Source: an optimization exercise on an open RTL-to-GDS flow (aim: small area, a short achievable clock period and few clock cycles per item). Production flows keep margins and buffers that such runs may drop. Only simulation tests tie the RTL to the original design; equivalence was not proved. Power figures rest on the tool's default switching activity, not on a simulated workload.

==> 08-05: inputs <==
==> flow/design.v (excerpt) <==
module pipelined_prime_sieve #(
	parameter int VALUE_BITS = 16,
	parameter int NUM_STAGES = 64
) (
	input  logic                  clk,
	input  logic                  arst_n,
	input  logic                  in_valid,
	output logic                  in_ready,
	input  logic [VALUE_BITS-1:0] in_candidate,
	output logic                  out_valid,
	input  logic                  out_ready,
	output logic [VALUE_BITS-1:0] out_prime_value,
	output logic                  out_table_full
);
	localparam int W   = VALUE_BITS;
	localparam int P   = 8;                     
	localparam int G   = NUM_STAGES / P - 1;    
	localparam int R   = 3;                     
	localparam int CW  = $clog2(NUM_STAGES + 1);
	localparam int GW  = $clog2(G);
	localparam int NW  = 3;                     
	localparam int LW  = $clog2(P);
	localparam int SW  = $clog2(W);
	localparam int BW  = $clog2(W + 1);
	localparam int KW  = BW + 2;
	localparam int TB  = (G + 1) / 2;           
	function automatic logic [SW-1:0] ctz(input logic [W-1:0] c);
		ctz = '0;
		for (int i = W - 1; i >= 0; i--)
			if (c[i]) ctz = SW'(i);
	endfunction
	function automatic logic [BW-1:0] bitlen(input logic [W-1:0] c);
		bitlen = '0;
		for (int i = 0; i < W; i++)
			if (c[i]) bitlen = BW'(i + 1);
	endfunction
	function automatic logic [KW-1:0] sizekey(input logic [W-1:0] c);
		logic [BW-1:0] bl;
		logic [W+1:0]  x;
		bl = bitlen(c);
		x  = {c, 2'b00} >> (bl - 1'b1);
		sizekey = {bl, x[1:0]};
	endfunction
	function automatic logic [NW-1:0] iters(input logic [KW-1:0] kc, input logic [KW-1:0] kd);
		logic [BW+1:0] k;
		k = (BW+2)'(kc[KW-1:2]) + (BW+2)'(W) + (BW+2)'(kc[1:0] >= kd[1:0]) - (BW+2)'(kd[KW-1:2]);
		iters = NW'((1 << NW) - 1);
		for (int n = (1 << NW) - 2; n >= 1; n--)
			if (k <= (BW+2)'(n * R + W))
				iters = NW'(n);
	endfunction
	logic          ib_v, ib_drop;
	logic [W-1:0]  ib_c;
	logic [KW-1:0] ib_key;
	logic [SW-1:0] ib_s;
	logic          ib_p2;
	logic          p2v;
	logic [W-1:0]  p2m;
	logic [W-1:1]  head_dp [P];
	logic [SW-1:0] head_s [P];
  ...
make LEC_CHECK=0 CAP_MARGIN=20 CORE_MARGIN=2 CORE_UTILIZATION=45 PLACE_DENSITY=0.6 SETUP_SLACK_MARGIN=0.2 SLEW_MARGIN=20 finish   # period 4.0 ns
run.sh (not shown) runs the stock make flow with config.mk's settings and CLKGATE_MAP_FILE= SYNTH_SCRIPT=/design/flow/synth_recipe.tcl, a recipe that flattens the netlist after the stock synthesis.
==> inputs of 01-25, as changes to 08-05 <==
--- a/flow/design.v
+++ b/flow/design.v
@@ -44,16 +44,26 @@
 	function automatic logic [NW-1:0] iters(input logic [KW-1:0] kc, input logic [KW-1:0] kd);
 		logic [BW+1:0] k;
 		k = (BW+2)'(kc[KW-1:2]) + (BW+2)'(W) + (BW+2)'(kc[1:0] >= kd[1:0]) - (BW+2)'(kd[KW-1:2]);
 		iters = NW'((1 << NW) - 1);
 		for (int n = (1 << NW) - 2; n >= 1; n--)
 			if (k <= (BW+2)'(n * R + W))
 				iters = NW'(n);
 	endfunction
+	function automatic logic [W-1:0] enc(input logic [W-1:0] c);
+		logic [SW-1:0] s;
+		logic [W-1:0]  dp;
+		s  = ctz(c);
+		dp = c >> s;
+		if (c[0])
+			enc = c;
+		else
+			enc = ({W{1'b1}} << (W + 1 - s)) | (dp & {{(W-1){1'b1}}, 1'b0});
+	endfunction
 	logic          ib_v, ib_drop;
 	logic [W-1:0]  ib_c;
 	logic [KW-1:0] ib_key;
 	logic [SW-1:0] ib_s;
 	logic          ib_p2;
 	logic          p2v;
 	logic [W-1:0]  p2m;
 	logic [W-1:1]  head_dp [P];
@@ -109,57 +119,54 @@
 	logic [G-1:0]  ne;
 	logic          take, start_r, start_b, last_iter;
 	logic          hit, hit_h, hit_l, miss_h, surv_h, surv_l, done_l, kill;
 	logic          move;
 	logic          out_free, emit_l, emit_h;
 	logic [NW-1:0] nit_src;
 	logic [P-1:0]  lane_hit;
 	logic [P-1:0]  vmask_src;
-	logic [GW:0]   tg, tgq;
-	logic [LW-1:0] tlq;
+	logic [GW:0]   tg;
 	logic [LW-1:0] tl;
 	logic          wr_en;
 	logic          cm_v, cm_ring, cm_p2;
 	logic [KW-1:0] cm_gb;
+	logic [W-1:0]  cm_c;
 	assign full    = (used >= CW'(NUM_STAGES));
 	assign lapneed = (used >= CW'(P));
 	always_comb
 		for (int g = 0; g < G; g++)
 			ne[g] = (CW'(P * (g + 1)) < used);
 	assign take    = !itv && selh && !h_v && ib_v && !ib_drop;
 	logic [GW-1:0] gsel;
 	assign gsel    = tapb ? ((rot >= GW'(G - TB)) ? rot - GW'(G - TB) : rot + GW'(TB)) : rot;
 	assign start_r = !itv && !take && l_v && !l_done && ne[gsel] && !visited[gsel];
 	assign start_b = take || start_r;
 	assign nit_src   = take ? ((used == '0) ? NW'(1) : iters(ib_key, gbl_h)) : nitr;
 	logic lastq;       
 	logic first_last;  
-	assign first_last = take ? ((used == '0)
-	                            || ((BW+2)'(ib_key[KW-1:2]) + (BW+2)'(ib_key[1:0] >= gbl_h[1:0])
-	                                <= (BW+2)'(gbl_h[KW-1:2]) + (BW+2)'(R)))
-	                         : (nitr == NW'(1));
+	assign first_last = take ? ((used == '0) || iters(ib_key, gbl_h) == NW'(1)) : (nitr == NW'(1));
 	assign last_iter  = itv ? lastq : first_last;
 	assign hit    = ck_v && |lane_hit;
 	assign hit_h  = hit && !ck_l;
 	assign hit_l  = hit && ck_l;
 	assign miss_h = ck_v && !ck_l && !hit;
 	assign surv_h = miss_h && !lapneed;
 	assign done_l = l_v && !l_done && !(itv && own_l) && !start_r
 	                && ~|(ne & ~visited) && (full || wrote);
 	assign surv_l = done_l && !hit_l;
 	assign kill   = hit_l && start_r;
 	assign move = lapneed && !l_v && h_v && !h_done
 	              && (h_pass || (itv && !own_l && last_iter));
 	assign out_free = !out_v || out_ready;
 	assign emit_l   = out_free && ((l_v && l_done) || surv_l);
 	assign emit_h   = out_free && ((h_v && h_done) || surv_h);
 	assign in_ready = !ib_v || ib_drop || take;
-	assign tg    = tgq;
-	assign tl    = tlq;
+	assign tg    = (GW + 1)'(used / CW'(P)) - 1'b1;
+	assign tl    = LW'(used % CW'(P));
 	assign wr_en = l_v && lapneed && !full && (tg == {1'b0, rot});
 	always_comb begin
 		for (int l = 0; l < P; l++) begin
 			if (selh)
 				vmask_src[l] = (CW'(l) < used);
 			else
 				vmask_src[l] = vm_r[l];
 		end
@@ -224,21 +231,23 @@
 			dpd[0] = 1'b1;
 			for (int i = 1; i < W; i++)
 				dpd[i] = x[i] & (x[0] | ~pre[i + 1]);
 			for (int j = 0; j < W; j++)
 				mask[j] = ~x[0] & pre[W - j];
 			for (int j = 0; j < W; j++)
 				mask_h[j] = (SW'(j) < head_s[l]);
 		end
-		assign dsrc = selh ? head_dp[l] : dfirst[l];
-		assign dp   = {itd ? dq[l] : dsrc, 1'b1};
+		logic [W-1:1] head_dp_next;
+		assign head_dp_next = (take && !lapneed && used[LW-1:0] == LW'(l)) ? hw_dp : head_dp[l];
+		assign dsrc = dfirst[l];
+		assign dp   = {itd ? dq[l] : dfirst[l], 1'b1};
 		logic [W-1:0] dqp, dfp;
 		assign dqp = {dq[l], 1'b1};
-		assign dfp = {dsrc, 1'b1};
+		assign dfp = {dfirst[l], 1'b1};
 		always_comb begin
 			logic [W-1:0] dd, u, v;
 			logic e;
 			logic [W-1:0] sa0, ca0, sb0, cb0;
 			logic         ba0, bb0;
 			e   = ls[l][1] ^ lc[l][1] ^ (ls[l][0] | lc[l][0]);
 			dd  = lb[l] ? dqp : '0;
 			u   = ls[l] ^ lc[l] ^ dd;
@@ -265,17 +274,17 @@
 				c  = v;
 				b  = b ? (e ^ dp[1]) : e;
 			end
 		end
 		always_ff @(posedge clk) begin
 			ls[l]   <= s;
 			lc[l]   <= c;
 			lb[l]   <= b;
-			dfirst[l] <= dpd[W-1:1];
+			dfirst[l] <= selh_next ? head_dp_next : dpd[W-1:1];
 			mokn[l] <= ~|(l_c_next & mask);
 			if (!itd) begin
 				dq[l]    <= dsrc;
 				mok[l]   <= selh ? ~|(cs & mask_h) : mokn[l];
 				vmask[l] <= vmask_src[l];
 			end
 		end
 		assign sa = {2'b0, ls[l]};
@@ -302,18 +311,16 @@
 	always_ff @(posedge clk) begin
 		selh <= selh_next;
 		itd  <= itv_next;
 		tapb   <= tapb_next;
 		tapb_q <= tapb_n2;
 		gsel_q <= gsel_n2;
 		nitr   <= move ? iters(h_key, gk_next) : iters(l_key, gk_next);
 		vm_r   <= vm_r_next;
-		tgq    <= (GW + 1)'(used_next / CW'(P)) - 1'b1;
-		tlq    <= LW'(used_next % CW'(P));
 		cs   <= (!h_v_pred && ib_v_next && !ib_drop_next) ? ib_c_next : l_c_next;
 		if (accept) begin
 			ib_c   <= in_candidate;
 			ib_p2  <= (in_candidate & (in_candidate - 1'b1)) == '0;
 			ib_key <= sizekey(in_candidate);
 			ib_s   <= ctz(in_candidate);
 		end
 		if (take) begin
@@ -332,16 +339,17 @@
 			l_enc <= h_enc;
 		end
 		if (!l_done)
 			l_full <= full;
 		cm_ring <= l_v;
 		cm_gb   <= l_v ? ((tl == '0 || l_gb < gbl[tg[GW-1:0]]) ? l_gb : gbl[tg[GW-1:0]])
 		               : ((used == '0 || h_gb < gbl_h) ? h_gb : gbl_h);
 		cm_p2   <= l_v ? l_p2 : h_p2;
+		cm_c    <= l_v ? l_c : h_c;
 		if (out_free) begin
 			out_val  <= l_v ? l_c : h_c;
 			out_full <= l_v && (l_done ? l_full : full);
 		end
 	end
 	always_ff @(posedge clk or negedge arst_n) begin
 		if (!arst_n) begin
 			ib_v    <= 1'b0;
@@ -397,16 +405,16 @@
 				if (l_v && wr_en)
 					wrote <= 1'b1;
 			end
 			cm_v <= (surv_l || surv_h) && !full;
 			if (cm_v) begin
 				used <= used + 1'b1;
 				if (cm_p2) begin
 					p2v <= 1'b1;
-					p2m <= (cm_ring ? l_c : h_c) - 1'b1;
+					p2m <= cm_c - 1'b1;
 				end
 			end
 			if (out_free)
 				out_v <= emit_l || emit_h;
 		end
 	end
 endmodule
--- a/flow/config.mk
+++ b/flow/config.mk
@@ -4,10 +4,9 @@
 export VERILOG_FILES = /design/flow/design.v
 export SDC_FILE = /design/flow/constraint.sdc
 export NUM_CORES = 4
 export LEC_CHECK = 0
 export CAP_MARGIN = 20
 export CORE_MARGIN = 2
 export CORE_UTILIZATION = 45
 export PLACE_DENSITY = 0.6
-export SETUP_SLACK_MARGIN = 0.2
 export SLEW_MARGIN = 20
==> qor summary <==
Power in the clock group: 01-25 18500 µW; 08-05 18600 µW
R2R depth: 01-25 19; 08-05 17
Hold buffer count at CTS: 01-25 1; 08-05 0
Die Span Y: 01-25 426 µm; 08-05 427 µm
Proportion of register bits with asynchronous set or reset after synthesis: 01-25 0.0122; 08-05 0.0123
Clkbuf count: 01-25 260; 08-05 281
Wire length of the first global-routing pass: 01-25 337000 µm; 08-05 329000 µm
Vias after detailed routing: 01-25 50600; 08-05 50700
Number of inserted diodes: 01-25 4; 08-05 5
Final design area excluding fillers: 01-25 0.0916 mm²; 08-05 0.0917 mm²
Critical register-to-register path startpoint: 01-25 used[3]; 08-05 gsel_q[0]
Syn Nets: 01-25 7419; 08-05 7577
PwrDens: 01-25 417 mW/mm²; 08-05 413 mW/mm²
Met1 Resource Use GR: 01-25 0.368; 08-05 0.358
Outcome: 01-25 failed layout checks; 08-05 no timing/DRC/antenna violations
Reasons for failing layout checks: 01-25 setup timing; 08-05 -
Area of the core: 01-25 0.176 mm²; 08-05 0.178 mm²
Maximum clock frequency: 01-25 249 MHz; 08-05 267 MHz
Final Routed Wirelength: 01-25 228000 µm; 08-05 220000 µm
Vias in the first global route: 01-25 50800; 08-05 51100
Testbench counts of 08-05, summed over its fixed seeds: cycles 22,337, items 6,467.
Testbench counts of 01-25, summed over its fixed seeds: cycles 22,337, items 6,467.

static timing again, ports no longer ideal:
The results above use ideal ports. As a check the final layouts listed here were re-extracted and re-timed, cells and wires unchanged. Step 1, drivers: a clkbuf_16 drives clk and a buf_2 each remaining input, both assumed. Step 2 moves the port delays by t, midway between the first and last clock arrival at a register: inputs arrive t later, outputs are due t later. That takes back most of the time a late clock gives input paths. Three values: no drivers, after step 1, after step 2; two values: the first two.
run | shift t [ns] | slack for setup (ns) | worst hold slack (ns)
08-05 | 0.909 | 0.249 / 0.249 / 0.066 | 0.304 / 0.304 / 0.304
01-25 | 0.908 | -0.021 / -0.021 / -0.146 | 0.305 / 0.305 / 0.305
The setup slack of 08-05, which loses most, moves by 0.000 ns with the drivers and by -0.183 ns with both steps.
